Source: an optimization exercise on an open RTL-to-GDS flow (aim: small area). Production flows keep margins and buffers that such runs may drop.
Where RTL was checked, it was by simulation tests only, not by an equivalence proof against the original.
Function not checked in runs 2 to 5 and 7: the RTL went through the layout flow alone.

==> flow/design.v <==
package disp_pkg;
    localparam int BLK_W        = 16;
    localparam int BLK_H        = 16;
    localparam int BLK_SIZE     = BLK_W * BLK_H;      
    localparam int DEC          = 2;                  
    localparam int PIX_PER_BLK  = BLK_W / DEC;
    localparam int FRAME_W      = 32;
    localparam int LINE_LEN     = FRAME_W / DEC;      
    localparam int SEARCH_W     = 48;
    localparam int COORD_BITS   = 16;
    localparam int COL_BITS     = $clog2(BLK_W);
    localparam int ROW_CNT_BITS = $clog2(BLK_H + 1);
    localparam int PIX_CNT_BITS = $clog2(PIX_PER_BLK);
    localparam int POS_BITS     = $clog2(LINE_LEN);
    localparam int CLR_BITS     = $clog2(DEC + 1);
    localparam int DISP_BITS    = $clog2(SEARCH_W - BLK_W);
    localparam int CONF_BITS    = 8;
    localparam int DC_BITS      = CONF_BITS + DISP_BITS;
    localparam int WPROD_BITS   = CONF_BITS + CLR_BITS;
    localparam int TAPS         = 3;
    localparam int SUM_C_BITS   = 10;
    localparam int SUM_DC_BITS  = 15;
    localparam int FRAC_BITS    = 3;
    localparam int NUM_BITS     = SUM_DC_BITS + FRAC_BITS;   
    localparam int QUO_BITS     = 8;
    localparam int OUT_BITS     = CONF_BITS + QUO_BITS;
    localparam int DIV_LAT      = QUO_BITS + 1;       
    localparam int BLK_GAP      = PIX_PER_BLK + 1;
endpackage
import disp_pkg::*;
module disparity_filtering_system (
    input  logic                   clk,
    input  logic                   arst_n,
    input  logic [BLK_SIZE-1:0]    xors_in,
    input  logic [CONF_BITS-1:0]   confidence,
    input  logic [COORD_BITS-1:0]  min_coords,
    input  logic                   xors_valid,
    output logic [OUT_BITS-1:0]    disparity,     
    output logic                   disparity_valid,
    output logic                   overrun
);
    function automatic logic [1:0] fa(input logic a, input logic b, input logic c);
        fa = 2'(a) + 2'(b) + 2'(c);
    endfunction
    function automatic logic maj16(input logic [15:0] x);
        logic [1:0] f1, f2, f3, f4, f5, f6, f7, f8, f9, f10, f11;
        f1  = fa(x[0], x[1], x[2]);
        f2  = fa(x[3], x[4], x[5]);
        f3  = fa(x[6], x[7], x[8]);
        f4  = fa(x[9], x[10], x[11]);
        f5  = fa(x[12], x[13], x[14]);
        f6  = fa(f1[0], f2[0], f3[0]);
        f7  = fa(f4[0], f5[0], f6[0]);
        f8  = fa(f1[1], f2[1], f3[1]);
        f9  = fa(f4[1], f5[1], f6[1]);
        f10 = fa(f8[0], f9[0], f7[1]);
        f11 = fa(f8[1], f9[1], f10[1]);
        maj16 = f11[1] & (f11[0] | f10[0] | f7[0] | x[15]);
    endfunction
    function automatic logic [10:0] radd(input logic [9:0] a, input logic [9:0] b);
        logic cy;
        cy = 1'b0;
        for (int i = 0; i < 10; i++)
            {cy, radd[i]} = fa(a[i], b[i], cy);
        radd[10] = cy;
    endfunction
    function automatic logic [9:0] radd3(input logic [7:0] a, input logic [7:0] b,
                                         input logic [7:0] c);
        logic [7:0] s, k;
        for (int i = 0; i < 8; i++)
            {k[i], s[i]} = fa(a[i], b[i], c[i]);
        radd3 = 10'(radd(10'(s), {1'b0, k, 1'b0}));
    endfunction
    function automatic logic [7:0] wgt(input logic [1:0] m, input logic [7:0] c);
        case (m)
            2'b00:   wgt = c;
            2'b11:   wgt = 8'd0;
            default: wgt = {1'b0, c[7:1]};
        endcase
    endfunction
    function automatic logic [7:0] div3(input logic [9:0] x);
        logic [1:0] r;
        logic [2:0] t;
        logic [9:0] q;
        r = 2'd0;
        for (int i = 9; i >= 0; i--) begin
            t    = {r, x[i]};
            q[i] = (t >= 3'd3);
            r    = q[i] ? 2'(t - 3'd3) : t[1:0];
        end
        div3 = q[7:0];
    endfunction
    logic        busy;
    logic [2:0]  cnt;
    logic        lastpar;       
    logic        acc;
    logic        acc0, acc1;    
    logic [15:0] maj;
    assign acc  = xors_valid && !busy;
    assign acc0 = acc && lastpar;
    assign acc1 = acc && !lastpar;
    always_comb
        for (int c = 0; c < BLK_W; c++) begin
            logic [15:0] col;
            for (int r = 0; r < BLK_H; r++)
                col[r] = xors_in[r * BLK_W + c];
            maj[c] = maj16(col);
        end
    logic [15:0] m0, m1;
    logic [7:0]  c0, c1;
    logic [4:0]  d0, d1;
    logic [7:0]  hc;
    logic [4:0]  hd;
    logic [3:0]  hp;            
    always_ff @(posedge clk) begin
        if (acc0) begin
            m0 <= maj;
            c0 <= confidence;
            d0 <= min_coords[4:0];
        end
        if (acc1) begin
            m1 <= maj;
            c1 <= confidence;
            d1 <= min_coords[4:0];
            hc <= c0;
            hd <= d0;
            hp <= m0[15:12];
        end
    end
    logic        s0, spar;
    logic        orun, obpar;
    logic [3:0]  ocnt;
    logic        t9, t10, tpar;
    logic        dvalid;
    always_ff @(posedge clk or negedge arst_n) begin
        if (!arst_n) begin
            busy    <= 1'b0;
            cnt     <= '0;
            overrun <= 1'b0;
            lastpar <= 1'b1;
            s0      <= 1'b0;
            orun    <= 1'b0;
            ocnt    <= '0;
            t9      <= 1'b0;
            t10     <= 1'b0;
            dvalid  <= 1'b0;
        end else begin
            if (xors_valid && busy)
                overrun <= 1'b1;
            if (acc) begin
                busy    <= 1'b1;
                cnt     <= '0;
                lastpar <= !lastpar;
            end else if (busy) begin
                cnt <= cnt + 1'b1;
                if (cnt == 3'd7)
                    busy <= 1'b0;
            end
            s0 <= busy && (cnt == 3'd7);        
            if (s0) begin                       
                orun <= 1'b1;
                ocnt <= '0;
            end else if (orun) begin
                ocnt <= ocnt + 1'b1;
                if (ocnt == 4'd8)
                    orun <= 1'b0;
            end
            t9  <= orun && (ocnt == 4'd8);      
            t10 <= t9 && tpar;                  
            dvalid <= (orun && ((obpar && (ocnt == 4'd2)) || (ocnt >= 4'd3))) || t9 || t10;
        end
    end
    always_ff @(posedge clk) begin
        if (busy && (cnt == 3'd7))
            spar <= lastpar;
        if (s0)
            obpar <= spar;
        if (orun && (ocnt == 4'd8))
            tpar <= obpar;
    end
    logic [1:0] w0, w1, w2, w3;
    logic [7:0] oc;
    logic [4:0] od;
    logic [15:0] msel;
    assign msel = obpar ? m1 : m0;
    always_ff @(posedge clk) begin
        w0 <= msel[{ocnt[2:0], 1'b0} +: 2];
        w1 <= w0;
        w2 <= w1;
        w3 <= w2;
        if (orun && (ocnt == 4'd2)) begin
            oc <= obpar ? c1 : c0;
            od <= obpar ? d1 : d0;
        end
    end
    logic [7:0] w6, w7, w8, w9;
    logic [8:0] a7, b8;
    logic [9:0] dd7, dd8, x7, x8;
    logic       ge;
    logic [4:0] lo, dl;
    assign w6  = wgt(hp[1:0], hc);
    assign w7  = wgt(hp[3:2], hc);
    assign w8  = wgt(m1[1:0], c1);
    assign w9  = wgt(m1[3:2], c1);
    assign a7  = 9'(radd(10'(w6), 10'(w7)));
    assign b8  = 9'(radd(10'(w8), 10'(w9)));
    assign dd7 = radd3(w6, w7, w8);
    assign dd8 = radd3(w7, w8, w9);
    assign ge  = (d1 >= hd);
    assign lo  = ge ? hd : d1;
    assign dl  = ge ? (d1 - hd) : (hd - d1);
    assign x7  = ge ? 10'(w8) : 10'(a7);
    assign x8  = ge ? 10'(b8) : 10'(w7);
    logic [3:0] mcnt;
    logic [9:0] ac7, ac8;
    logic [7:0] nq7, nq8;
    always_ff @(posedge clk) begin
        if (acc1)
            mcnt <= '0;
        else
            mcnt <= mcnt + 1'b1;
    end
    function automatic logic [17:0] mdstep(input logic [3:0] m, input logic [9:0] a,
                                           input logic [7:0] n, input logic [9:0] x,
                                           input logic [9:0] d, input logic [4:0] dl);
        logic [10:0] opa, opb;
        logic [11:0] sum;
        logic        dj, div;
        div = m[2] | m[3];
        case (m[1:0])
            2'd1:    dj = dl[2];
            2'd2:    dj = dl[3];
            2'd3:    dj = dl[4];
            default: dj = dl[1];
        endcase
        if (div) begin
            opa = {a, n[7]};
            opb = ~{1'b0, d};
        end else begin
            opa = (m[1:0] == 2'd0) ? {2'b0, (dl[0] ? x[9:1] : 9'd0)} : {1'b0, a};
            opb = dj ? {1'b0, x} : 11'd0;
        end
        begin
            logic cy;
            cy = div;
            for (int i = 0; i < 11; i++)
                {cy, sum[i]} = fa(opa[i], opb[i], cy);
            sum[11] = cy;
        end
        if (div) begin
            mdstep = {(sum[11] ? sum[9:0] : {a[8:0], n[7]}), n[6:0], sum[11]};
        end else if (m[1:0] == 2'd0) begin
            mdstep = {sum[10:1], sum[0], dl[0] & x[0], 6'd0};
        end else begin
            mdstep = {sum[10:1], sum[0], n[7:1]};
        end
    endfunction
    always_ff @(posedge clk) begin
        {ac7, nq7} <= mdstep(mcnt, ac7, nq7, x7, dd7, dl);
        {ac8, nq8} <= mdstep(mcnt - 1'b1, ac8, nq8, x8, dd8, dl);
    end
    logic       xwin, lmask, rmask;
    logic [7:0] wl, wc, wr;
    logic [9:0] sc, val;
    logic [7:0] hi_q, qx, nqs;
    logic       zero_q, xwin_q, xsel_q;
    assign xwin  = orun && obpar && (ocnt[3:1] == 3'd1);       
    assign lmask = orun && !obpar && (ocnt == 4'd3);
    assign rmask = t10;
    always_comb begin
        logic [1:0] pl, pc, pr;
        logic [7:0] cl, cr;
        pl = w3;  pc = w2;  pr = w1;
        cl = oc;  cr = oc;
        if (xwin) begin
            if (!ocnt[0]) begin
                pl = hp[1:0];  pc = hp[3:2];  pr = m1[1:0];  cr = c1;
            end else begin
                pl = hp[3:2];  pc = m1[1:0];  pr = m1[3:2];  cl = hc;
            end
        end
        wl = lmask ? 8'd0 : wgt(pl, cl);
        wc = wgt(pc, oc);
        wr = rmask ? 8'd0 : wgt(pr, cr);
    end
    assign sc    = radd3(wl, wc, wr);
    assign val   = sc;
    always_ff @(posedge clk) begin
        hi_q   <= div3(val);
        zero_q <= (val == 10'd0);
        xwin_q <= xwin;
        xsel_q <= ocnt[0];
    end
    assign nqs = xsel_q ? nq8 : nq7;
    assign qx  = {lo + nqs[7:3], nqs[2:0]};
    assign disparity[15:8] = hi_q;
    assign disparity[7:0]  = zero_q ? 8'd0 : (xwin_q ? qx : {od, 3'b000});
    assign disparity_valid = dvalid;
endmodule
==> flow/flow/run.sh <==
#!/bin/bash
# The standard layout with two changes:
#  - port buffers are the smallest plain buffer (buffer_ports -buffer_cell buf_1);
#  - after the standard synthesis, inverters that synthesis left around full-adder cells
#    are removed (flow/invopt.py), kept only if Yosys proves the netlist unchanged.
# Each tool's output goes to a log file of its own in this folder.
set -euo pipefail
export BUFFER_PORTS_ARGS="-buffer_cell sky130_fd_sc_hd__buf_1"
R=orfs/results/${FLOW_PLATFORM}/disparity_filtering_system/base

bash standard.sh synth > synth.log 2>&1

cp $R/1_2_yosys.v synth_orig.v
if python3 flow/invopt.py synth_orig.v synth_opt.v > invopt.log 2>&1; then
    sed "s/^module ${FLOW_TOP}(/module gold(/" synth_orig.v > eq_gold.v
    sed -E -e "s/^module ${FLOW_TOP}\(/module gate(/" -e 's/\b(_[0-9]+_|_invopt_[c0-9]+_)/x\1/g' synth_opt.v > eq_gate.v
    LIB=$(ls ${FLOW_HOME}/platforms/${FLOW_PLATFORM}/lib/*tt_025C_1v80.lib | head -1)
    cat > eq.ys <<EOS
read_liberty -ignore_miss_func $LIB
read_verilog eq_gold.v
read_verilog eq_gate.v
hierarchy -check
flatten
proc
opt_clean
async2sync
dffunmap
equiv_make gold gate eq
hierarchy -top eq
equiv_simple -seq 2
equiv_induct -seq 2
equiv_status -assert
EOS
    if yosys -s eq.ys > equiv.log 2>&1; then
        cp synth_opt.v $R/1_2_yosys.v
        rm -f $R/1_synth.odb $R/1_synth.sdc
        echo "using the optimised netlist" >> invopt.log
    else
        echo "equivalence not proven; keeping the standard netlist" >> invopt.log
    fi
fi

bash standard.sh > standard.log 2>&1
==> flow/flow/invopt.py <==
#!/usr/bin/env python3
"""Remove inverters around full-adder cells in a Yosys-written sky130 netlist.

A full adder is self-dual: FA(~a, ~b, ~c) = (~cout, ~sum).  Synthesis often leaves
full adders whose inputs come from inverters and whose outputs feed inverters; flipping
such an adder's polarity removes those inverters.  Also collapses inverter pairs.
The netlist's function is unchanged; flip-flops are not touched.
usage: invopt.py in.v out.v
"""
import re, sys
from collections import defaultdict

src = open(sys.argv[1]).read()
m = re.search(r'^module\s+(\w+)\s*\((.*?)\);', src, re.S | re.M)
top = m.group(1)
body = src[m.end():src.rindex('endmodule')]

ports_in, ports_out = set(), set()
decl_lines = []
for line in body.split(';'):
    t = line.strip()
    mm = re.match(r'^(input|output|inout|wire)\s*(\[(\d+):(\d+)\])?\s*(\S+)$', t)
    if not mm:
        continue
    kind, rng, hi, lo, name = mm.groups()
    if kind in ('input', 'output', 'inout'):
        bits = [name] if not rng else ['%s[%d]' % (name, i) for i in range(int(lo), int(hi) + 1)]
        (ports_in if kind == 'input' else ports_out).update(bits)
if 'assign' in body:
    sys.exit('assign statements not handled')

cell_re = re.compile(r'^\s*(sky130_fd_sc_hd__\w+)\s+(\S+)\s*\((.*?)\);', re.S | re.M)
pin_re = re.compile(r'\.(\w+)\(\s*(.*?)\s*\)\s*(?:,|$)', re.S)
cells = {}
order = []
for mm in cell_re.finditer(body):
    typ, name, conns = mm.groups()
    pins = {}
    for p, n in pin_re.findall(conns.strip()):
        pins[p] = n.strip()
    cells[name] = {'type': typ, 'pins': pins}
    order.append(name)
first_cell = cell_re.search(body).start()
header = body[:first_cell]

OUTP = {'X', 'Y', 'Q', 'Q_N', 'COUT', 'SUM', 'HI', 'LO'}
def is_inv(c): return re.match(r'sky130_fd_sc_hd__(clk)?inv_\d+$', cells[c]['type']) is not None
def is_fa(c): return re.match(r'sky130_fd_sc_hd__fa_\d+$', cells[c]['type']) is not None

driver = {}
loads = defaultdict(set)
def rebuild():
    driver.clear(); loads.clear()
    for c, d in cells.items():
        for p, n in d['pins'].items():
            if p in OUTP:
                driver[n] = (c, p)
            else:
                loads[n].add((c, p))
rebuild()

new_id = [0]
new_wires = []
def fresh():
    new_id[0] += 1
    n = '_invopt_%d_' % new_id[0]
    new_wires.append(n)
    return n

def add_inv(a, y):
    new_id[0] += 1
    name = '_invopt_c%d_' % new_id[0]
    cells[name] = {'type': 'sky130_fd_sc_hd__inv_1', 'pins': {'A': a, 'Y': y}}
    order.append(name)
    driver[y] = (name, 'Y'); loads[a].add((name, 'A'))
    return name

def del_cell(c):
    for p, n in cells[c]['pins'].items():
        if p in OUTP:
            if driver.get(n) == (c, p): del driver[n]
        else:
            loads[n].discard((c, p))
    del cells[c]

def connect(c, p, n):
    old = cells[c]['pins'][p]
    loads[old].discard((c, p))
    cells[c]['pins'][p] = n
    loads[n].add((c, p))

def merge(y, n):
    """every load of net y now reads net n (y is not a port)"""
    for (c, p) in list(loads[y]):
        connect(c, p, n)

def inv_of(n):
    """an existing inverter output carrying ~n, or None"""
    for (c, p) in loads[n]:
        if is_inv(c) and cells[c]['pins']['Y'] not in ports_out:
            return cells[c]['pins']['Y']
    return None

def flip_gain(f):
    g = 0
    ins = [cells[f]['pins'][p] for p in ('A', 'B', 'CIN')]
    for n in set(ins):
        d = driver.get(n)
        if d and is_inv(d[0]):
            others = [l for l in loads[n] if l[0] != f]
            if not others and n not in ports_out:
                g += 1
        elif n.startswith("1'") or n.startswith("0'"):
            return -99
        else:
            if inv_of(n) is None:
                g -= 1
    for p in ('COUT', 'SUM'):
        n = cells[f]['pins'][p]
        invl = [c for (c, q) in loads[n] if is_inv(c) and cells[c]['pins']['Y'] not in ports_out]
        other = [l for l in loads[n] if l[0] not in invl] or (n in ports_out)
        g += len(invl)
        if other:
            g -= 1
    return g

def flip(f):
    for p in ('A', 'B', 'CIN'):
        n = cells[f]['pins'][p]
        d = driver.get(n)
        if d and is_inv(d[0]):
            src_n = cells[d[0]]['pins']['A']
            connect(f, p, src_n)
            if not loads[n] and n not in ports_out:
                del_cell(d[0])
        else:
            y = inv_of(n)
            if y is None:
                y = fresh(); add_inv(n, y)
            connect(f, p, y)
    for p in ('COUT', 'SUM'):
        n = cells[f]['pins'][p]
        nn = fresh()
        del driver[n]
        cells[f]['pins'][p] = nn
        driver[nn] = (f, p)
        for (c, q) in list(loads[n]):
            if c in cells and is_inv(c) and cells[c]['pins']['Y'] not in ports_out:
                y = cells[c]['pins']['Y']
                del_cell(c)
                merge(y, nn)
        if loads[n] or n in ports_out:
            add_inv(nn, n)

def collapse_pairs():
    changed = False
    for c in list(cells):
        if c not in cells or not is_inv(c): continue
        a = cells[c]['pins']['A']; y = cells[c]['pins']['Y']
        d = driver.get(a)
        if d and is_inv(d[0]) and y not in ports_out:
            src_n = cells[d[0]]['pins']['A']
            del_cell(c); merge(y, src_n)
            if not loads[a] and a not in ports_out:
                del_cell(d[0])
            changed = True
    return changed

before = sum(1 for c in cells if is_inv(c))
while True:
    changed = collapse_pairs()
    for f in list(cells):
        if f in cells and is_fa(f) and flip_gain(f) > 0:
            flip(f); changed = True
    if not changed:
        break
after = sum(1 for c in cells if is_inv(c))
# drop inverters with no load
for c in list(cells):
    if is_inv(c) and not loads[cells[c]['pins']['Y']] and cells[c]['pins']['Y'] not in ports_out:
        del_cell(c)
final = sum(1 for c in cells if is_inv(c))
sys.stderr.write('inverters: %d -> %d -> %d\n' % (before, after, final))

out = ['module %s(%s);' % (top, m.group(2).strip()), header.rstrip('\n')]
for w in new_wires:
    out.append('  wire %s;' % w)
for c in order:
    if c not in cells: continue
    d = cells[c]
    pins = ',\n'.join('    .%s(%s%s)' % (p, n, ' ' if n.startswith('\\') else '') for p, n in d['pins'].items())
    out.append('  %s %s (\n%s\n  );' % (d['type'], c, pins))
out.append('endmodule')
open(sys.argv[2], 'w').write(src[:m.start()] + '\n'.join(out) + '\n')
==> flow/standard.sh <==
#!/bin/bash
# synth_recipe.tcl (not shown) runs the flow's synth.tcl, then flattens the netlist and writes it again
# the make line also repeats each setting of config.mk as NAME=value (left out here)
make -C /OpenROAD-flow-scripts/flow DESIGN_CONFIG=/design/flow/config.mk WORK_HOME=/design/flow/orfs CLKGATE_MAP_FILE= SYNTH_SCRIPT=/design/flow/synth_recipe.tcl "${@:-finish}"
==> flow/config.mk <==
export PLATFORM = sky130hd
export DESIGN_NAME = disparity_filtering_system
export DESIGN_NICKNAME = disparity_filtering_system
export VERILOG_FILES = /design/flow/design.v
export SDC_FILE = /design/flow/constraint.sdc
export NUM_CORES = 4
export LEC_CHECK = 0
export ABC_AREA = 1
export CAP_MARGIN = 20
export CORE_MARGIN = 2
export CORE_UTILIZATION = 40
export GPL_TIMING_DRIVEN = 0
export SLEW_MARGIN = 20
==> flow/constraint.sdc <==
create_clock -name core_clock -period 9.0 [get_ports {clk}]
set_input_delay 1.8000 -clock core_clock [delete_from_list [all_inputs] [get_ports {clk}]]
set_output_delay 1.8000 -clock core_clock [all_outputs]
set_load 0.01 [all_outputs]
==> results.txt, run 1 <==
Post-Layout Cell Count - 2,182
GPL Wtd Cong - 0.890
DP HPWL - 31,200 µm
Actual slew at the worst max-slew pin - 973 ps
Worst Min Path Start - w0[0]$_DFF_P_
Row cnt - 69
TritonCTS clock tree - done
Total grt overflow - 0
TritonCTS Buffers - 17
Worst slew margin - 34.6%
Initial Util - 40.5%
Cell mode on critical path - nand2_2
Number of H-tree levels - 4
Initial DRT Pass Iterations - 5
Slew Viols, Final - 0
Nets - 2,292
Clock transition at path regs - 70 ps
Synthesized net count - 1,950
Clock Tree Buf Depth - 2
Delay-heaviest family, CP - adder cells
Die Height - 193 µm
Hold endpoint - w1[0]$_DFF_P_
R2R Path End - hi_q[0]$_DFF_P_
IO Pins - 301
Worst skew pair latency - 430 ps
Max Clock Freq - 0.114 GHz
First-pass GRT wire length - 60,000 µm
R2R Setup Slk - 250 ps
Vias in the first global route - 11,900
CP Capture Type - flop
Max_cap viols - 0
R2R depth - 55
DR vias - 11,200
Max incr delay on CP - 510 ps
Setup TNS - 0 ps
Die width - 193 µm
Core area - 35,400 µm²
Worst Hold Class - reg2reg
RSZ-0062 raised after global routing - true
Endpoints failing setup - 0
WP buf/inv - 11
Hold Path Depth - 0
Fill count - 3,361
Vias/cell - 5.11
Crit path kind - reg2reg
DP Cell Count - 2,119
Residual DRC count - 0
Routed Antenna Nets - 0
Fin crit share - 97.2%
Crit path DAT - 9070 ps
Critical Path Start Type - flop
Die area - 37,400 µm²
Avg WL per Cell - 17.1 µm
Worst Path Required - 9320 ps
Ratio of cells with drive above 1 in the final layout - 10.3%
Skew final - 13.1 ps
Post-layout util - 48.8%
Status - complete, no violations
Drt initial violations - 677
RR Startpoint - ocnt[3]$_DFFE_PN0P_
Synthesized cell area - 14,300 µm²
# hold bufs at CTS - 0
Avg Inst Size Synth - 10.5 µm²
PortBufs - 289
Post-Synthesis Cells - 1,365
Final Hold Violating Endpoints - 0
Clock sink count - 165
Worst path slowest cell - fa_1
Crit path max fanout - 8
Area Growth Syn to Fin - 20.4%
Initial antenna violation count - 5
Global-route usage over all layers - 20.1%
Crit path time final - 8750 ps
Warnings, synthesis - 1
Total wire length - 37,400 µm
Root Driver - clkbuf_16
Pin count of the biggest net entering global routing - 24
==> cell type report <==
cell class | instances | area [µm²] | area share, %
buffer | 35 | 155 | 0.899
antenna | 1 | 2.50 | 0.0145
tap | 461 | 577 | 3.34
multi-input combinational | 977 | 9490 | 55.0
clock buffer | 19 | 453 | 2.62
timing repair buffer | 324 | 1410 | 8.19
sequential | 165 | 4290 | 24.9
inverter | 187 | 717 | 4.15
clock inverter | 13 | 156 | 0.906
==> layer usage <==
metal	part of all wire [%]	routed length, µm	GRT usage (%)
met5	0.091	34	0
met1	41	15400	25.6
met2	52	19300	35.7
met4	1.6	601	4.27
met3	5.7	2120	3.50
==> state kept, by name (all words and copies together), names as in the netlist, 8 cells and up <==
register  cells
m0           16
m1           16
ac7          10
ac8          10
c0            8
c1            8
hc            8
hi_q          8
nq7           8
nq8           8
oc            8
==> through the flow <==
step | instance area [µm²] | hold slack [ps] | worst slack, ps
CTS | 16900 | 334 | 19.7
global placement | 16000 | 312 | -825
floorplan | 14400 | 310 | 4.23
finish | 17300 | 335 | 251
global route | 17300 | 339 | -216
detailed placement | 16100 | 318 | -968
==> worst reg2reg max path: cells and delay by family, from the launching register on <==
family / cells / cell delay (ps)
AOI/OAI and AO/OA: 6 / 850
adders and majority gates: 16 / 4610
buffers and inverters: 11 / 720
DFF: 1 / 410
and+or+nand+nor: 22 / 2000
==> how the worst max path moves through the flow <==
stage	startpoint	cells after the start	slack (ps)	end
after floorplan	ocnt[2]$_DFFE_PN0P_	57	4	hi_q[0]$_DFF_P_
after global placement	ocnt[2]$_DFFE_PN0P_	57	-820	hi_q[0]$_DFF_P_
after detailed placement	ocnt[2]$_DFFE_PN0P_	57	-970	hi_q[0]$_DFF_P_
after CTS	ocnt[2]$_DFFE_PN0P_	57	20	hi_q[0]$_DFF_P_
after global routing	ocnt[3]$_DFFE_PN0P_	58	-220	hi_q[0]$_DFF_P_
final	ocnt[3]$_DFFE_PN0P_	55	250	hi_q[0]$_DFF_P_
==> layout by cell type (no fill, tap or decap), drive strengths merged, types with 2 or more instances in the layout <==
cell type and n:
o32ai 5, clkinvlp 3, a21oi 72, buf 332
o22ai 43, nand2 211, fa 254, xnor2 6
o41a 16, or2 6, a22oi 12, nand3 37
a31oi 8, ha 48, o21bai 3, nand4 7
o221ai 13, o31ai 2, xor2 5, dfxtp 59
a211oi 4, mux2i 2, clkinv 4, nor2 84
nor3 4, o21ai 124, clkbuf 46, a22o 2
inv 192, edfxtp 91, o21a 2, a21o 2
dfrtp 14
==> what timing repair did <==
| action | CTS | global route |
|---|---|---|
| resized for setup | 19 | 50 |
| buffers inserted | 18 | 13 |
| endpoints found under the setup margin | 3 | 5 |
| pin swaps | 16 | 35 |
==> inputs of run 2 (changes only) <==
--- a/flow/design.v
+++ b/flow/design.v
@@ -262,8 +262,9 @@
     logic       xwin, lmask, rmask;
     logic [7:0] wl, wc, wr;
     logic [9:0] sc, val;
-    logic [7:0] hi_q, qx, nqs;
-    logic       zero_q, xwin_q, xsel_q;
+    logic [7:0] qx, nqs;
+    logic [9:0] sc_q;
+    logic       xwin_q, xsel_q;
     assign xwin  = orun && obpar && (ocnt[3:1] == 3'd1);       
     assign lmask = orun && !obpar && (ocnt == 4'd3);
     assign rmask = t10;
@@ -286,14 +287,13 @@
     assign sc    = radd3(wl, wc, wr);
     assign val   = sc;
     always_ff @(posedge clk) begin
-        hi_q   <= div3(val);
-        zero_q <= (val == 10'd0);
+        sc_q   <= val;
         xwin_q <= xwin;
         xsel_q <= ocnt[0];
     end
     assign nqs = xsel_q ? nq8 : nq7;
     assign qx  = {lo + nqs[7:3], nqs[2:0]};
-    assign disparity[15:8] = hi_q;
-    assign disparity[7:0]  = zero_q ? 8'd0 : (xwin_q ? qx : {od, 3'b000});
+    assign disparity[15:8] = div3(sc_q);
+    assign disparity[7:0]  = (sc_q == 10'd0) ? 8'd0 : (xwin_q ? qx : {od, 3'b000});
     assign disparity_valid = dvalid;
 endmodule
==> results.txt, run 2 <==
Worst slew margin - 26.8%
Clock Tree Buf Depth - 2
TritonCTS clock tree - done
DR vias - 11,000
Synthesized net count - 1,959
Initial Util - 40.5%
M3 GR Usage - 2.33%
Initial DRT Pass Iterations - 5
CP Capture Type - flop
PortBufs - 289
Max Clock Freq - 0.117 GHz
Final Hold Slack - 339 ps
TritonCTS Buffers - 17
Total wire length - 36,600 µm
Routed Antenna Nets - 0
Vias/cell - 5.12
Skew final - 16.5 ps
GR met2 Demand/Resource - 35.0%
Worst Hold Class - reg2reg
Crit path kind - reg2reg
Postcts setup bufs - 0
Crit path DAT - 8910 ps
# hold bufs at CTS - 0
Final Hold Violating Endpoints - 0
Actual slew at the worst max-slew pin - 1090 ps
Clock sink count - 166
Pin count of the biggest net entering global routing - 25
Commonest non-fill, non-tap cell in the layout - buf_1
R2R Setup Slk - 420 ps
RSZ-0062 raised after global routing - false
Initial antenna violation count - 1
Die width - 194 µm
Worst skew pair latency - 440 ps
Max_cap viols - 0
Setup TNS - 0 ps
Avg WL per Cell - 17.0 µm
Most frequent cells in the layout - 291 x buf_1, 253 x fa_1, 201 x nand2_1, 182 x inv_1, 117 x o21ai_0
Area Growth Syn to Fin - 16.9%
Post-Synthesis Cells - 1,371
Die area - 37,600 µm²
Critical Path Start Type - flop
Worst Path Required - 9330 ps
Vias in the first global route - 11,500
Core area - 35,600 µm²
Status - complete, no violations
Routing usage on met1 - 25.3%
Ratio of cells with drive above 1 in the final layout - 5.25%
Nets - 2,270
Global-route usage over all layers - 19.7%
DP HPWL - 31,400 µm
Row cnt - 69
First-pass GRT wire length - 58,600 µm
Worst path slowest cell - fa_1
GRT Max-Usage Layer - met2
WP buf/inv - 4
Crit path max fanout - 8
Total grt overflow - 0
Slew Viols, Final - 0
Residual DRC count - 0
Die Height - 194 µm
Warnings, synthesis - 1
Crit path time final - 8580 ps
Max incr delay on CP - 480 ps
Post_cts resized - 0
Synthesized cell area - 14,400 µm²
Avg Inst Size Synth - 10.5 µm²
GPL Wtd Cong - 0.889
Endpoints failing setup - 0
IO Pins - 301
Delay-heaviest family, CP - adder cells
Largest registers - m0: 16 flops, m1: 16 flops
Clock transition at path regs - 80 ps
Root Driver - clkbuf_16
Cell mode on critical path - fa_1
Number of H-tree levels - 4
Fin crit share - 95.3%
Drt initial violations - 599
run 2: layout make-up:
type                    count  area [µm²]
diodes                      1        2.50
repair buffers            293        1170
multi-input cells         981        9310
clock inverters            15         221
fillers                  3393       18700
inverters                 187         702
flip-flops and latches    166        4310
well taps                 461         577
plain buffers              36         138
clock buffers              17         425
run 2: metrics by stage:
step                utilization, %  cell area [µm²]  std cells  setup slack (ps)
finish                        47.4            16900       2157               419
detailed placement            45.5            16200       2125               223
global route                  47.4            16900       2157              33.1
global placement              45.2            16100       2121               285
floorplan                        -            14400       1371              1140
CTS                           47.3            16800       2157               212
run 2: worst paths after layout:
path	from	endpoint	cells past startpoint
worst max-delay path	m1[2]$_DFFE_PP_	ac8[0]$_DFF_P_	29
worst min-delay path	w0[0]$_DFF_P_	w1[0]$_DFF_P_	0
worst max register to register	m1[2]$_DFFE_PP_	ac8[0]$_DFF_P_	29
worst min register to register	w0[0]$_DFF_P_	w1[0]$_DFF_P_	0
max in group asynchronous	arst_n	t10$_DFF_PN0_	1
min in group asynchronous	arst_n	cnt[1]$_DFFE_PN0P_	1
run 2: metal layers:
layer | vias up | wire length (µm)
li1 | 5211 | -
met2 | 381 | 19000
met4 | 0 | 833
met5 | - | 0
met3 | 49 | 1890
met1 | 5401 | 14900
run 2: worst register-to-register path, delay by kind of cell (launching register included):
kind,cells,cell delay (ps)
AO/OA/AOI/OAI,5,940
adder cells (fa/ha/maj),14,5580
buffers and inverters,4,650
flip-flops,1,370
AND/OR/NAND/NOR,6,920
==> inputs of run 3 (changes only) <==
--- a/flow/design.v
+++ b/flow/design.v
@@ -265,8 +265,14 @@
     logic [7:0] qx, nqs;
     logic [9:0] sc_q;
     logic       xwin_q, xsel_q;
-    assign xwin  = orun && obpar && (ocnt[3:1] == 3'd1);       
-    assign lmask = orun && !obpar && (ocnt == 4'd3);
+    logic       p7, p8, lm;
+    always_ff @(posedge clk) begin
+        p7 <= orun && obpar && (ocnt == 4'd1);
+        p8 <= p7;
+        lm <= orun && !obpar && (ocnt == 4'd2);
+    end
+    assign xwin  = p7 || p8;
+    assign lmask = lm;
     assign rmask = t10;
     always_comb begin
         logic [1:0] pl, pc, pr;
@@ -274,7 +280,7 @@
         pl = w3;  pc = w2;  pr = w1;
         cl = oc;  cr = oc;
         if (xwin) begin
-            if (!ocnt[0]) begin
+            if (p7) begin
                 pl = hp[1:0];  pc = hp[3:2];  pr = m1[1:0];  cr = c1;
             end else begin
                 pl = hp[3:2];  pc = m1[1:0];  pr = m1[3:2];  cl = hc;
@@ -289,7 +295,7 @@
     always_ff @(posedge clk) begin
         sc_q   <= val;
         xwin_q <= xwin;
-        xsel_q <= ocnt[0];
+        xsel_q <= p8;
     end
     assign nqs = xsel_q ? nq8 : nq7;
     assign qx  = {lo + nqs[7:3], nqs[2:0]};
--- a/flow/config.mk
+++ b/flow/config.mk
@@ -9,5 +9,6 @@
 export CAP_MARGIN = 20
 export CORE_MARGIN = 2
 export CORE_UTILIZATION = 40
+export CTS_BUF_LIST = sky130_fd_sc_hd__clkbuf_8
 export GPL_TIMING_DRIVEN = 0
 export SLEW_MARGIN = 20
==> results.txt, run 3 <==
Fin crit share - 94.3%
Hold Path Depth - 0
Worst skew pair latency - 480 ps
Actual slew at the worst max-slew pin - 863 ps
Synthesized cell area - 14,600 µm²
Crit path DAT - 8860 ps
Final worst slack - 516 ps
Die width - 195 µm
Max_cap viols - 0
Crit path depth - 34
TritonCTS Buffers - 17
Most frequent cells in the layout - 293 x buf_1, 253 x fa_1, 198 x nand2_1, 183 x inv_1, 114 x o21ai_0
Worst Hold Class - reg2reg
Commonest non-fill, non-tap cell in the layout - buf_1
Max Clock Freq - 0.118 GHz
Avg WL per Cell - 17.3 µm
Nets - 2,298
Endpoints failing setup - 0
Clock sink count - 169
Pin count of the biggest net entering global routing - 24
Die Height - 195 µm
Hold endpoint - w1[0]$_DFF_P_
Warnings, synthesis - 1
Worst Path Required - 9380 ps
Max incr delay on CP - 480 ps
# hold bufs at CTS - 0
R2R Path End - ac8[0]$_DFF_P_
Initial antenna violation count - 1
Setup crit start - d1[4]$_DFFE_PP_
Post-Synthesis Cells - 1,393
Ratio of cells with drive above 1 in the final layout - 5.40%
Crit path kind - reg2reg
R2R Setup Slk - 520 ps
Crit path time final - 8480 ps
Status - complete, no violations
Cell mode on critical path - fa_1
Vias/cell - 5.10
Slew Viols, Final - 0
Area Growth Syn to Fin - 15.4%
DP Cell Count - 2,146
PortBufs - 289
Worst slack at placement - 61.8 ps
Final Hold Violating Endpoints - 0
Drt initial violations - 665
Vias in the first global route - 11,900
First-pass GRT wire length - 60,600 µm
WP buf/inv - 5
Total grt overflow - 0
Routed Antenna Nets - 0
Skew final - 16.2 ps
Root Driver - clkbuf_8
Critical Path Start Type - flop
Initial Util - 40.8%
CP Capture Type - flop
Avg Inst Size Synth - 10.5 µm²
Clock Tree Buf Depth - 2
Clock transition at path regs - 100 ps
Worst Min Path Start - w0[0]$_DFF_P_
IO Pins - 301
DR vias - 11,200
TritonCTS clock tree - done
Worst path slowest cell - fa_1
Initial DRT Pass Iterations - 5
Die area - 38,000 µm²
Row cnt - 69
Core area - 35,700 µm²
Largest registers - m0: 16 flops, m1: 16 flops
Residual DRC count - 0
RR Startpoint - d1[4]$_DFFE_PP_
DP HPWL - 32,400 µm
Total wire length - 37,800 µm
R2R depth - 34
Worst slew margin - 42.5%
Delay-heaviest family, CP - adder cells
Post-Layout Cell Count - 2,185
GPL Wtd Cong - 0.908
Number of H-tree levels - 4
Synthesized net count - 1,981
Crit path max fanout - 9
Global-route usage over all layers - 20.5%
[run 3: cell type report]
class | count | area (µm²)
Antenna cell | 1 | 2.50
Buffer | 35 | 136
Clock buffer | 17 | 234
Clock inverter | 15 | 178
Fill cell | 3414 | 18900
Inverter | 191 | 718
Multi-Input combinational cell | 998 | 9400
Sequential cell | 169 | 4370
Tap cell | 461 | 577
Timing Repair Buffer | 298 | 1200
[run 3: what timing repair did]
| item | in CTS | in global routing |
|---|---|---|
| gates resized for setup | 0 | 12 |
| buffers inserted | 0 | 6 |
| setup endpoints to repair | 0 | 21 |
| hold endpoints to repair | 0 | 0 |
[run 3: how the worst max path moves through the flow]
stage / slack [ps] / endpoint
6_report: 520 / ac8[0]$_DFF_P_
5_1_grt: -6 / ac8[9]$_DFF_P_
4_1_cts: 20 / ac7[5]$_DFF_P_
3_5_place_dp: 60 / ac7[5]$_DFF_P_
3_3_place_gp: 150 / ac7[2]$_DFF_P_
2_1_floorplan: 1120 / ac7[3]$_DFF_P_
[run 3: stage by stage]
step | setup TNS (ps) | util [%] | area, µm² | hold slack (ps)
final | 0 | 47.1 | 16800 | 338
after global routing | -5.86 | 47.1 | 16800 | 344
after CTS | 0 | 46.8 | 16700 | 340
after detailed placement | 0 | 45.7 | 16300 | 316
after global placement | 0 | 45.4 | 16200 | 315
after floorplan | 0 | - | 14600 | 310
[run 3: routing by layer]
layer	up-vias	part of all wire [%]	track usage (%)
li1	5294	-	-
met2	348	50	36.4
met3	53	5.2	3.35
met1	5455	42	25.5
met5	-	0	0
met4	0	2.7	6.90
==> inputs of run 4 (changes only) <==
--- a/flow/design.v
+++ b/flow/design.v
@@ -274,24 +274,11 @@
     assign xwin  = p7 || p8;
     assign lmask = lm;
     assign rmask = t10;
-    always_comb begin
-        logic [1:0] pl, pc, pr;
-        logic [7:0] cl, cr;
-        pl = w3;  pc = w2;  pr = w1;
-        cl = oc;  cr = oc;
-        if (xwin) begin
-            if (p7) begin
-                pl = hp[1:0];  pc = hp[3:2];  pr = m1[1:0];  cr = c1;
-            end else begin
-                pl = hp[3:2];  pc = m1[1:0];  pr = m1[3:2];  cl = hc;
-            end
-        end
-        wl = lmask ? 8'd0 : wgt(pl, cl);
-        wc = wgt(pc, oc);
-        wr = rmask ? 8'd0 : wgt(pr, cr);
-    end
+    assign wl    = lmask ? 8'd0 : wgt(w3, oc);
+    assign wc    = wgt(w2, oc);
+    assign wr    = rmask ? 8'd0 : wgt(w1, oc);
     assign sc    = radd3(wl, wc, wr);
-    assign val   = sc;
+    assign val   = p7 ? dd7 : (p8 ? dd8 : sc);
     always_ff @(posedge clk) begin
         sc_q   <= val;
         xwin_q <= xwin;
==> results.txt, run 4 <==
Actual slew at the worst max-slew pin - 839 ps
Skew final - 18.3 ps
Largest registers - m0: 16 flops, m1: 16 flops
Max Clock Freq - 0.116 GHz
Die area - 37,700 µm²
Synthesized cell area - 14,400 µm²
Slew Viols, Final - 0
Clock transition at path regs - 110 ps
Crit path DAT - 8960 ps
Worst Hold Class - reg2reg
Avg WL per Cell - 17.3 µm
Fill count - 3,430
Max_cap viols - 0
Postcts setup bufs - 0
Status - complete, no violations
Fin crit share - 95.4%
IO Pins - 301
Die Height - 194 µm
PortBufs - 289
Critical Path Start Type - flop
R2R depth - 29
Commonest non-fill, non-tap cell in the layout - buf_1
Crit path max fanout - 8
First-pass GRT wire length - 59,800 µm
CP Capture Type - flop
Root Driver - clkbuf_8
Routed Antenna Nets - 0
Final Hold Violating Endpoints - 0
RSZ-0062 raised after global routing - false
Post-route cell area - 16,600 µm²
Area Growth Syn to Fin - 15.1%
Max incr delay on CP - 520 ps
Total wire length - 37,400 µm
Nets - 2,271
Post-layout util - 46.7%
Warnings, synthesis - 1
FF+latch area - 4370 µm²
Initial DRT Pass Iterations - 6
DR vias - 10,900
Worst path slowest cell - o22ai_1
Worst slew margin - 44.1%
Hold Path Depth - 0
GPL Wtd Cong - 0.893
Post-place instance area - 16,200 µm²
Global-route usage over all layers - 20.3%
Row cnt - 69
TritonCTS clock tree - done
Initial Util - 40.6%
Core area - 35,600 µm²
Total grt overflow - 0
Initial antenna violation count - 7
TritonCTS Buffers - 17
Worst Path Required - 9380 ps
Synthesized net count - 1,961
Post-Synthesis Cells - 1,373
Clock sink count - 169
Residual DRC count - 0
DP HPWL - 32,500 µm
Drt initial violations - 733
Cell mode on critical path - fa_1
Worst skew pair latency - 490 ps
Die width - 194 µm
Vias in the first global route - 11,400
Multi-input logic area - 9180 µm²
Avg Inst Size Synth - 10.5 µm²
Crit path time final - 8590 ps
Setup TNS - 0 ps
Ratio of cells with drive above 1 in the final layout - 4.83%
Pin count of the biggest net entering global routing - 26
Number of H-tree levels - 4
Most frequent cells in the layout - 293 x buf_1, 253 x fa_1, 202 x inv_1, 176 x nand2_1, 103 x o21ai_0
Post-Layout Cell Count - 2,162
DP Cell Count - 2,126
Final Hold Slack - 318 ps
Clock Tree Buf Depth - 2
Crit path kind - reg2reg
Endpoints failing setup - 0
Vias/cell - 5.06
## run 4: repair_timing
item                       CTS  global route
setup endpoints to repair    0            20
resized for setup            0             8
hold endpoints to repair     0             0
hold buffers                 0             0
## run 4: area by class of cell
| class | count | share of cell area [%] |
|---|---|---|
| antenna | 5 | 0.0752 |
| buffer | 36 | 0.835 |
| clock buffer | 17 | 1.41 |
| clock inverter | 15 | 1.14 |
| inverter | 210 | 4.74 |
| multi-input combinational | 957 | 55.2 |
| sequential | 169 | 26.3 |
| tap | 461 | 3.47 |
| timing repair buffer | 292 | 6.85 |
## run 4: through the flow
stage	setup WS [ps]
CTS	249
finish	412
floorplan	1330
detailed placement	312
global placement	366
global route	10.7
## run 4: critical path, delay by kind of cell (launching register included)
| kind | cells | cell delay, ps |
|---|---|---|
| adders and majority gates | 14 | 5720 |
| AOI/OAI and AO/OA | 5 | 1100 |
| and+or+nand+nor | 5 | 730 |
| buffers and inverters | 5 | 510 |
| DFF | 1 | 430 |
## run 4: worst paths after layout
kind                                 start            endpoint  slack (ps)
setup / recovery           m1[0]$_DFFE_PP_      ac8[8]$_DFF_P_         410
hold / removal               w0[0]$_DFF_P_       w1[0]$_DFF_P_         320
setup reg to reg           m1[0]$_DFFE_PP_      ac8[8]$_DFF_P_         410
hold reg to reg              w0[0]$_DFF_P_       w1[0]$_DFF_P_         320
max in group asynchronous           arst_n  cnt[0]$_DFFE_PN0P_        7100
min in group asynchronous           arst_n    dvalid$_DFF_PN0_        1370
## run 4: per-layer routing
metal | GRT usage [%] | vias up | wire, µm
met5 | 0 | - | 30
met4 | 9.18 | 4 | 1370
met3 | 3.95 | 64 | 1930
met2 | 34.8 | 374 | 18900
met1 | 24.8 | 5288 | 15200
li1 | - | 5201 | -
==> inputs of run 5 (changes only) <==
--- a/flow/design.v
+++ b/flow/design.v
@@ -194,23 +194,33 @@
         end
     end
     logic [7:0] w6, w7, w8, w9;
-    logic [8:0] a7, b8;
+    logic [8:0] b8;
     logic [9:0] dd7, dd8, x7, x8;
     logic       ge;
-    logic [4:0] lo, dl;
+    logic [4:0] dl;
     assign w6  = wgt(hp[1:0], hc);
     assign w7  = wgt(hp[3:2], hc);
     assign w8  = wgt(m1[1:0], c1);
     assign w9  = wgt(m1[3:2], c1);
-    assign a7  = 9'(radd(10'(w6), 10'(w7)));
     assign b8  = 9'(radd(10'(w8), 10'(w9)));
     assign dd7 = radd3(w6, w7, w8);
     assign dd8 = radd3(w7, w8, w9);
-    assign ge  = (d1 >= hd);
-    assign lo  = ge ? hd : d1;
-    assign dl  = ge ? (d1 - hd) : (hd - d1);
-    assign x7  = ge ? 10'(w8) : 10'(a7);
-    assign x8  = ge ? 10'(b8) : 10'(w7);
+    always_comb begin
+        logic [5:0] df;
+        logic [4:0] t;
+        logic       cy;
+        cy = 1'b1;
+        for (int i = 0; i < 5; i++)
+            {cy, df[i]} = fa(d1[i], !hd[i], cy);
+        df[5] = cy;
+        ge = df[5];
+        t  = df[4:0] ^ {5{!ge}};
+        cy = !ge;
+        for (int i = 0; i < 5; i++)
+            {cy, dl[i]} = fa(t[i], 1'b0, cy);
+    end
+    assign x7  = 10'(w8);
+    assign x8  = 10'(b8);
     logic [3:0] mcnt;
     logic [9:0] ac7, ac8;
     logic [7:0] nq7, nq8;
@@ -285,7 +295,15 @@
         xsel_q <= p8;
     end
     assign nqs = xsel_q ? nq8 : nq7;
-    assign qx  = {lo + nqs[7:3], nqs[2:0]};
+    always_comb begin
+        logic [7:0] t;
+        logic       nz, cy;
+        nz = xsel_q ? (ac8 != 10'd0) : (ac7 != 10'd0);
+        t  = nqs ^ {8{!ge}};
+        cy = !ge && !nz;
+        for (int i = 0; i < 8; i++)
+            {cy, qx[i]} = fa(t[i], (i >= 3) ? hd[i - 3] : 1'b0, cy);
+    end
     assign disparity[15:8] = div3(sc_q);
     assign disparity[7:0]  = (sc_q == 10'd0) ? 8'd0 : (xwin_q ? qx : {od, 3'b000});
     assign disparity_valid = dvalid;
==> results.txt, run 5 <==
Status - complete, no violations
Cell mode on critical path - fa_2
Vias in the first global route - 11,300
Global-route usage over all layers - 19.9%
Crit path time final - 8570 ps
Warnings, synthesis - 1
GPL Wtd Cong - 0.909
CP Capture Type - flop
Row cnt - 69
Total grt overflow - 0
Fill count - 3,359
IO Pins - 301
Pin count of the biggest net entering global routing - 27
Worst Hold Class - reg2reg
Initial antenna violation count - 2
Initial DRT Pass Iterations - 7
Worst skew pair latency - 470 ps
Clock transition at path regs - 100 ps
Clock sink count - 169
Die width - 193 µm
Root Driver - clkbuf_8
Fin crit share - 95.3%
Slew Viols, Final - 0
Max_cap viols - 0
Crit path max fanout - 5
Worst slew margin - 35.8%
Nets - 2,224
Residual DRC count - 0
Critical Path Start Type - flop
Endpoints failing setup - 0
Die Height - 193 µm
Avg WL per Cell - 16.7 µm
Commonest non-fill, non-tap cell in the layout - buf_1
Clock Tree Buf Depth - 2
Post-layout util - 46.8%
Core area - 35,300 µm²
Max Clock Freq - 0.117 GHz
Most frequent cells in the layout - 289 x buf_1, 235 x fa_1, 186 x nand2_1, 179 x inv_1, 107 x o21ai_0
Final Hold Violating Endpoints - 0
Worst path slowest cell - fa_1
Crit path DAT - 8970 ps
DR vias - 10,600
Routed Antenna Nets - 0
Die area - 37,100 µm²
Synthesized net count - 1,907
FF+latch area - 4370 µm²
TritonCTS Buffers - 17
Ratio of cells with drive above 1 in the final layout - 7.12%
RSZ-0062 raised after global routing - false
Number of H-tree levels - 4
Avg Inst Size Synth - 10.7 µm²
Area Growth Syn to Fin - 16.3%
Vias/cell - 4.99
Largest registers - m0: 16 flops, m1: 16 flops
Worst Path Required - 9400 ps
TritonCTS clock tree - done
DP HPWL - 30,300 µm
# hold bufs at CTS - 0
Multi-input logic area - 9170 µm²
Post-Synthesis Cells - 1,327
Synthesized cell area - 14,200 µm²
Total wire length - 35,400 µm
Max incr delay on CP - 460 ps
Crit path kind - reg2reg
Final Hold Slack - 336 ps
First-pass GRT wire length - 56,900 µm
PortBufs - 289
Actual slew at the worst max-slew pin - 953 ps
Skew final - 14.4 ps
Initial Util - 40.3%
Drt initial violations - 592
[run 5: timing repair]
| item | 4_1_cts | 5_1_grt |
|---|---|---|
| resized for setup | 23 | 18 |
| pin swaps | 1 | 4 |
| gates cloned | 2 | 0 |
| setup buffers | 5 | 0 |
| endpoints found under the setup margin | 22 | 22 |
[run 5: routing by layer]
metal	global-route usage, %	vias up	part of all wire (%)
li1	-	5060	-
met1	25.4	5166	41
met2	35.1	316	52
met3	3.16	37	5.1
met4	5.08	2	1.7
met5	0	-	0.020
[run 5: critical path, delay by kind of cell (launching register included)]
kind            cells  cell delay, ps
fa+ha+maj          19            6130
compound gates      5             640
buf+inv             5             550
simple gates        3             510
flops               1             420
xor+xnor            2             250
[run 5: through the flow]
| step | setup slack (ps) | setup TNS [ps] | instance area (µm²) | cells |
|---|---|---|---|---|
| floorplan | 41.2 | 0 | 14200 | 1327 |
| global route | 59.8 | 0 | 16500 | 2119 |
| global placement | -763 | -15310 | 15900 | 2077 |
| finish | 425 | 0 | 16500 | 2119 |
| CTS | 33.6 | 0 | 16500 | 2118 |
| detailed placement | -787 | -15900 | 15900 | 2079 |
[run 5: final timing paths]
check / from / end / slack, ps / cells after the start
max reg2reg: hd[0]$_DFFE_PP_ / ac7[3]$_DFF_P_ / 430 / 34
min reg2reg: w0[1]$_DFF_P_ / w1[1]$_DFF_P_ / 340 / 0
max in group asynchronous: arst_n / t9$_DFF_PN0_ / 7080 / 1
min: w0[1]$_DFF_P_ / w1[1]$_DFF_P_ / 340 / 0
max: hd[0]$_DFFE_PP_ / ac7[3]$_DFF_P_ / 430 / 34
min in group asynchronous: arst_n / overrun$_DFFE_PN0P_ / 1390 / 1
[run 5: layout make-up]
| class | instances | share of cell area [%] |
|---|---|---|
| Multi-Input combinational cell | 943 | 55.5 |
| Sequential cell | 169 | 26.4 |
| Timing Repair Buffer | 297 | 7.09 |
| Inverter | 182 | 4.13 |
| Tap cell | 461 | 3.49 |
| Clock buffer | 17 | 1.42 |
| Clock inverter | 15 | 1.04 |
| Buffer | 34 | 0.901 |
| Antenna cell | 1 | 0.0151 |
==> inputs of run 6 (changes only) <==
--- a/flow/design.v
+++ b/flow/design.v
@@ -204,7 +204,7 @@
     assign w9  = wgt(m1[3:2], c1);
     assign b8  = 9'(radd(10'(w8), 10'(w9)));
     assign dd7 = radd3(w6, w7, w8);
-    assign dd8 = radd3(w7, w8, w9);
+    assign dd8 = 10'(radd(10'(w7), 10'(b8)));
     always_comb begin
         logic [5:0] df;
         logic [4:0] t;
==> results.txt, run 6 <==
Pin count of the biggest net entering global routing - 25
Number of H-tree levels - 4
Final Hold Violating Endpoints - 0
Synthesized cell area - 13,900 µm²
Routed Antenna Nets - 0
Multi-input logic area - 8890 µm²
Worst path slowest cell - fa_2
Commonest non-fill, non-tap cell in the layout - buf_1
Total grt overflow - 0
Post-Synthesis Cells - 1,275
Area Growth Syn to Fin - 16.9%
Fin crit share - 96.9%
Avg Inst Size Synth - 10.9 µm²
Final Hold Slack - 338 ps
Clock Tree Buf Depth - 2
Vias in the first global route - 11,200
First-pass GRT wire length - 56,900 µm
TritonCTS clock tree - done
DR vias - 10,300
Slew Viols, Final - 0
Worst Hold Class - reg2reg
CP Capture Type - flop
GPL Wtd Cong - 0.900
Final worst slack - 283 ps
Skew final - 17.3 ps
Die area - 36,300 µm²
Synthesized net count - 1,848
Crit path time final - 8720 ps
Worst Path Required - 9400 ps
TritonCTS Buffers - 17
DP HPWL - 30,600 µm
Root Driver - clkbuf_8
Crit path DAT - 9110 ps
Worst slack at placement - -872 ps
Crit path max fanout - 10
Global-route usage over all layers - 20.3%
Initial Util - 40.5%
Initial antenna violation count - 5
Endpoints failing setup - 0
Actual slew at the worst max-slew pin - 834 ps
Residual DRC count - 0
Drt initial violations - 569
Post-layout util - 47.3%
Row cnt - 68
Status - complete, no violations
Clock sink count - 169
FF+latch area - 4370 µm²
Largest registers - m0: 16 flops, m1: 16 flops
Avg WL per Cell - 17.1 µm
PortBufs - 289
Warnings, synthesis - 1
Die Height - 190 µm
Most frequent cells in the layout - 291 x buf_1, 225 x fa_1, 165 x inv_1, 148 x nand2_1, 98 x o21ai_0
Max incr delay on CP - 420 ps
Worst slew margin - 44.4%
Worst skew pair latency - 470 ps
Die width - 190 µm
Initial DRT Pass Iterations - 5
Crit path kind - reg2reg
Vias/cell - 5.01
Total wire length - 35,400 µm
Max_cap viols - 0
Ratio of cells with drive above 1 in the final layout - 8.01%
Fill count - 3,272
Critical Path Start Type - flop
IO Pins - 301
Clock transition at path regs - 100 ps
Max Clock Freq - 0.115 GHz
Core area - 34,400 µm²
# hold bufs at CTS - 0
Cell mode on critical path - fa_2
Nets - 2,170
run 6: metrics by stage:
step | area, µm² | setup TNS (ps) | std cells
after global routing | 16300 | -7.94 | 2067
final | 16300 | 0 | 2067
after floorplan | 14000 | 0 | 1275
after detailed placement | 15700 | -16630 | 2022
after CTS | 16200 | 0 | 2062
after global placement | 15600 | -14220 | 2019
run 6: routing by layer:
metal  GRT usage (%)  vias up  routed length (µm)
li1                -     4912                   -
met1            24.3     5061               14400
met2            37.0      318               18200
met3            3.61       49                1710
met4            6.74        6                1050
met5               0        -                  39
run 6: worst paths after layout:
check / startpoint / endpoint / slack (ps) / depth (start not counted)
min in group asynchronous: arst_n / cnt[0]$_DFFE_PN0P_ / 1390 / 1
min reg2reg: w0[0]$_DFF_P_ / w1[0]$_DFF_P_ / 340 / 0
max reg2reg: hd[0]$_DFFE_PP_ / ac8[4]$_DFF_P_ / 280 / 33
max: hd[0]$_DFFE_PP_ / ac8[4]$_DFF_P_ / 280 / 33
min: w0[0]$_DFF_P_ / w1[0]$_DFF_P_ / 340 / 0
max in group asynchronous: arst_n / orun$_DFF_PN0_ / 7090 / 1
run 6: critical path: cells and delay by family, from the launching register on:
| kind | cells | cell delay [ps] |
|---|---|---|
| flip-flops | 1 | 410 |
| XOR/XNOR | 2 | 300 |
| adder cells (fa/ha/maj) | 19 | 6350 |
| AND/OR/NAND/NOR | 5 | 620 |
| buffers and inverters | 3 | 460 |
| AO/OA/AOI/OAI | 4 | 520 |
run 6: area by class of cell:
class	instances	share of cell area, %
multi-input combinational	900	54.7
clock inverter	13	0.754
buffer	32	0.893
tap	455	3.50
timing repair buffer	303	7.64
inverter	174	4.02
sequential	169	26.9
antenna	2	0.0308
clock buffer	19	1.61
run 6: what timing repair did:
action / CTS / global route
buffers inserted: 7 / 3
setup endpoints to repair: 22 / 22
pin swaps: 4 / 12
cloned: 1 / 0
gates resized for setup: 20 / 10
==> inputs of run 7 (changes only) <==
--- a/flow/design.v
+++ b/flow/design.v
@@ -135,12 +135,10 @@
     always_ff @(posedge clk or negedge arst_n) begin
         if (!arst_n) begin
             busy    <= 1'b0;
-            cnt     <= '0;
             overrun <= 1'b0;
             lastpar <= 1'b1;
             s0      <= 1'b0;
             orun    <= 1'b0;
-            ocnt    <= '0;
             t9      <= 1'b0;
             t10     <= 1'b0;
             dvalid  <= 1'b0;
@@ -149,28 +147,25 @@
                 overrun <= 1'b1;
             if (acc) begin
                 busy    <= 1'b1;
-                cnt     <= '0;
                 lastpar <= !lastpar;
-            end else if (busy) begin
-                cnt <= cnt + 1'b1;
-                if (cnt == 3'd7)
-                    busy <= 1'b0;
+            end else if (busy && (cnt == 3'd7)) begin
+                busy <= 1'b0;
             end
             s0 <= busy && (cnt == 3'd7);        
-            if (s0) begin                       
+            if (s0)                             
                 orun <= 1'b1;
-                ocnt <= '0;
-            end else if (orun) begin
-                ocnt <= ocnt + 1'b1;
-                if (ocnt == 4'd8)
-                    orun <= 1'b0;
-            end
+            else if (ocnt == 4'd8)
+                orun <= 1'b0;
             t9  <= orun && (ocnt == 4'd8);      
             t10 <= t9 && tpar;                  
             dvalid <= (orun && ((obpar && (ocnt == 4'd2)) || (ocnt >= 4'd3))) || t9 || t10;
         end
     end
     always_ff @(posedge clk) begin
+        cnt  <= acc ? 3'd0 : cnt + 1'b1;
+        ocnt <= s0 ? 4'd0 : ocnt + 1'b1;
+    end
+    always_ff @(posedge clk) begin
         if (busy && (cnt == 3'd7))
             spar <= lastpar;
         if (s0)
==> results.txt, run 7 <==
DR vias - 10,300
TritonCTS Buffers - 17
Crit path time final - 8680 ps
Synthesized net count - 1,877
Worst Path Required - 9390 ps
Clock Tree Buf Depth - 2
Top sig layer - met4
Max Clock Freq - 0.115 GHz
Routed Antenna Nets - 0
Initial DRT Pass Iterations - 5
R2R Path End - ac7[5]$_DFF_P_
Total wire length - 34,000 µm
DR WL met2 - 17,800 µm
Die area - 36,300 µm²
Number of H-tree levels - 4
Crit path DAT - 9070 ps
Worst Hold Class - reg2reg
Largest registers - m0: 16 flops, m1: 16 flops
FF+latch area - 4340 µm²
Hold endpoint - w1[0]$_DFF_P_
Met3 routed WL - 1740 µm
Global-route usage over all layers - 19.4%
Clock sink count - 169
Cell mode on critical path - fa_2
Actual slew at the worst max-slew pin - 934 ps
Avg WL per Cell - 16.3 µm
Max incr delay on CP - 470 ps
GPL Wtd Cong - 0.880
Final Hold Violating Endpoints - 0
Setup TNS - 0 ps
Warnings, synthesis - 1
IO Pins - 301
Drt initial violations - 572
CP Capture Type - flop
R2R Setup Slk - 320 ps
Vias in the first global route - 10,900
RR Startpoint - hd[0]$_DFFE_PP_
Critical Path Start Type - flop
Hold Path Depth - 0
DP HPWL - 29,400 µm
Delay-heaviest family, CP - adder cells
Endpoints failing setup - 0
Slew Viols, Final - 0
Skew final - 19.6 ps
WL met1 - 13,900 µm
Clock transition at path regs - 100 ps
Die width - 190 µm
Synthesized cell area - 13,900 µm²
Area Growth Syn to Fin - 17.4%
Worst skew pair latency - 470 ps
PortBufs - 289
Die Height - 190 µm
R2R depth - 34
Worst Min Path Start - w0[0]$_DFF_P_
# hold bufs at CTS - 0
Vias/cell - 4.91
Worst slack at placement - -868 ps
Fill count - 3,271
Multi-input logic area - 8920 µm²
Crit path kind - reg2reg
Initial antenna violation count - 2
Most frequent cells in the layout - 290 x buf_1, 231 x fa_1, 206 x nand2_1, 170 x inv_1, 109 x o21ai_0
Core area - 34,400 µm²
Nets - 2,197
Status - complete, no violations
Ratio of cells with drive above 1 in the final layout - 6.72%
TritonCTS clock tree - done
Worst slew margin - 37.1%
Crit path max fanout - 7
Post-Synthesis Cells - 1,304
Initial Util - 40.4%
First-pass GRT wire length - 54,500 µm
Row cnt - 68
Max_cap viols - 0
WP buf/inv - 5
Commonest non-fill, non-tap cell in the layout - buf_1
Final worst slack - 321 ps
Root Driver - clkbuf_8
Worst path slowest cell - fa_1
Fin crit share - 96.4%
Pin count of the biggest net entering global routing - 21
Avg Inst Size Synth - 10.7 µm²
Total grt overflow - 0
Residual DRC count - 0
run 7: layer usage:
metal  up-vias  track usage, %
li1       4961               -
met1      4994            24.0
met2       302            34.9
met3        33            3.24
met4         0            5.13
met5         -               0
run 7: what timing repair did:
| action | in CTS | in global routing |
|---|---|---|
| pin swaps | 3 | 3 |
| endpoints found under the setup margin | 22 | 22 |
| gates cloned | 2 | 0 |
| setup buffers | 5 | 2 |
| resized for setup | 24 | 14 |
run 7: worst register-to-register path, delay by kind of cell (launching register included):
kind,cells,cell delay [ps]
adders and majority gates,19,6110
DFF,1,420
and+or+nand+nor,3,540
AOI/OAI and AO/OA,5,730
buffers and inverters,5,540
xor gates and xnor gates,2,240
run 7: cell type report:
class                      count  share of cell area [%]
timing repair buffer         301                    7.57
clock buffer                  17                    1.43
clock inverter                15                    1.23
buffer                        37                    1.04
inverter                     172                    3.96
sequential                   169                    26.6
multi-input combinational    926                    54.7
antenna                        2                  0.0307
tap                          455                    3.49
run 7: worst max path at each step:
stage | from | to | slack, ps | cells after the start
4_1_cts | hd[0]$_DFFE_PP_ | ac8[0]$_DFF_P_ | 30 | 34
3_3_place_gp | hd[0]$_DFFE_PP_ | ac8[0]$_DFF_P_ | -810 | 34
5_1_grt | hd[0]$_DFFE_PP_ | ac7[5]$_DFF_P_ | -0.6 | 34
6_report | hd[0]$_DFFE_PP_ | ac7[5]$_DFF_P_ | 320 | 34
3_5_place_dp | hd[0]$_DFFE_PP_ | ac8[0]$_DFF_P_ | -870 | 34
2_1_floorplan | hd[0]$_DFFE_PP_ | ac8[0]$_DFF_P_ | 30 | 34
run 7: stage by stage:
step | cell area (µm²) | hold slack, ps | std cells | util, %
after detailed placement | 15700 | 316 | 2051 | 45.5
after global placement | 15600 | 316 | 2048 | 45.2
after CTS | 16300 | 342 | 2090 | 47.3
after global routing | 16300 | 361 | 2094 | 47.5
after floorplan | 13900 | 310 | 1304 | -
final | 16300 | 342 | 2094 | 47.5

==> re-timing with driven ports <==
The results above use ideal ports. As a check the final layouts listed here were re-extracted and re-timed, cells and wires unchanged. Step 1: set_driving_cell puts a clkbuf_16 on clk and a buf_2 on each other input, an assumption about the parent block. Step 2, shift: input delay + t, output delay - t, t = (earliest + latest rising clock arrival at the registers) / 2. This alone moves slack from input paths to output paths. a / b / c = no drivers / after step 1 / after step 2; a / b = the first two.
run | t, ns | setup slack, ns | worst hold slack (ns) | slew at the worst register clock pin (ns)
run 1 | 0.475 | 0.251 / 0.251 / 0.251 | 0.335 / 0.335 / 0.335 | 0.08 / 0.08
run 2 | 0.479 | 0.419 / 0.419 / 0.419 | 0.339 / 0.339 / 0.339 | 0.09 / 0.09
run 3 | 0.514 | 0.516 / 0.516 / 0.516 | 0.338 / 0.338 / 0.338 | 0.11 / 0.11
run 4 | 0.534 | 0.412 / 0.412 / 0.412 | 0.318 / 0.318 / 0.318 | 0.11 / 0.11
run 5 | 0.502 | 0.425 / 0.425 / 0.425 | 0.336 / 0.336 / 0.336 | 0.10 / 0.10
run 6 | 0.508 | 0.283 / 0.283 / 0.283 | 0.338 / 0.338 / 0.338 | 0.10 / 0.10
run 7 | 0.505 | 0.321 / 0.321 / 0.321 | 0.342 / 0.342 / 0.342 | 0.11 / 0.11
After both steps every run listed still meets setup and hold.
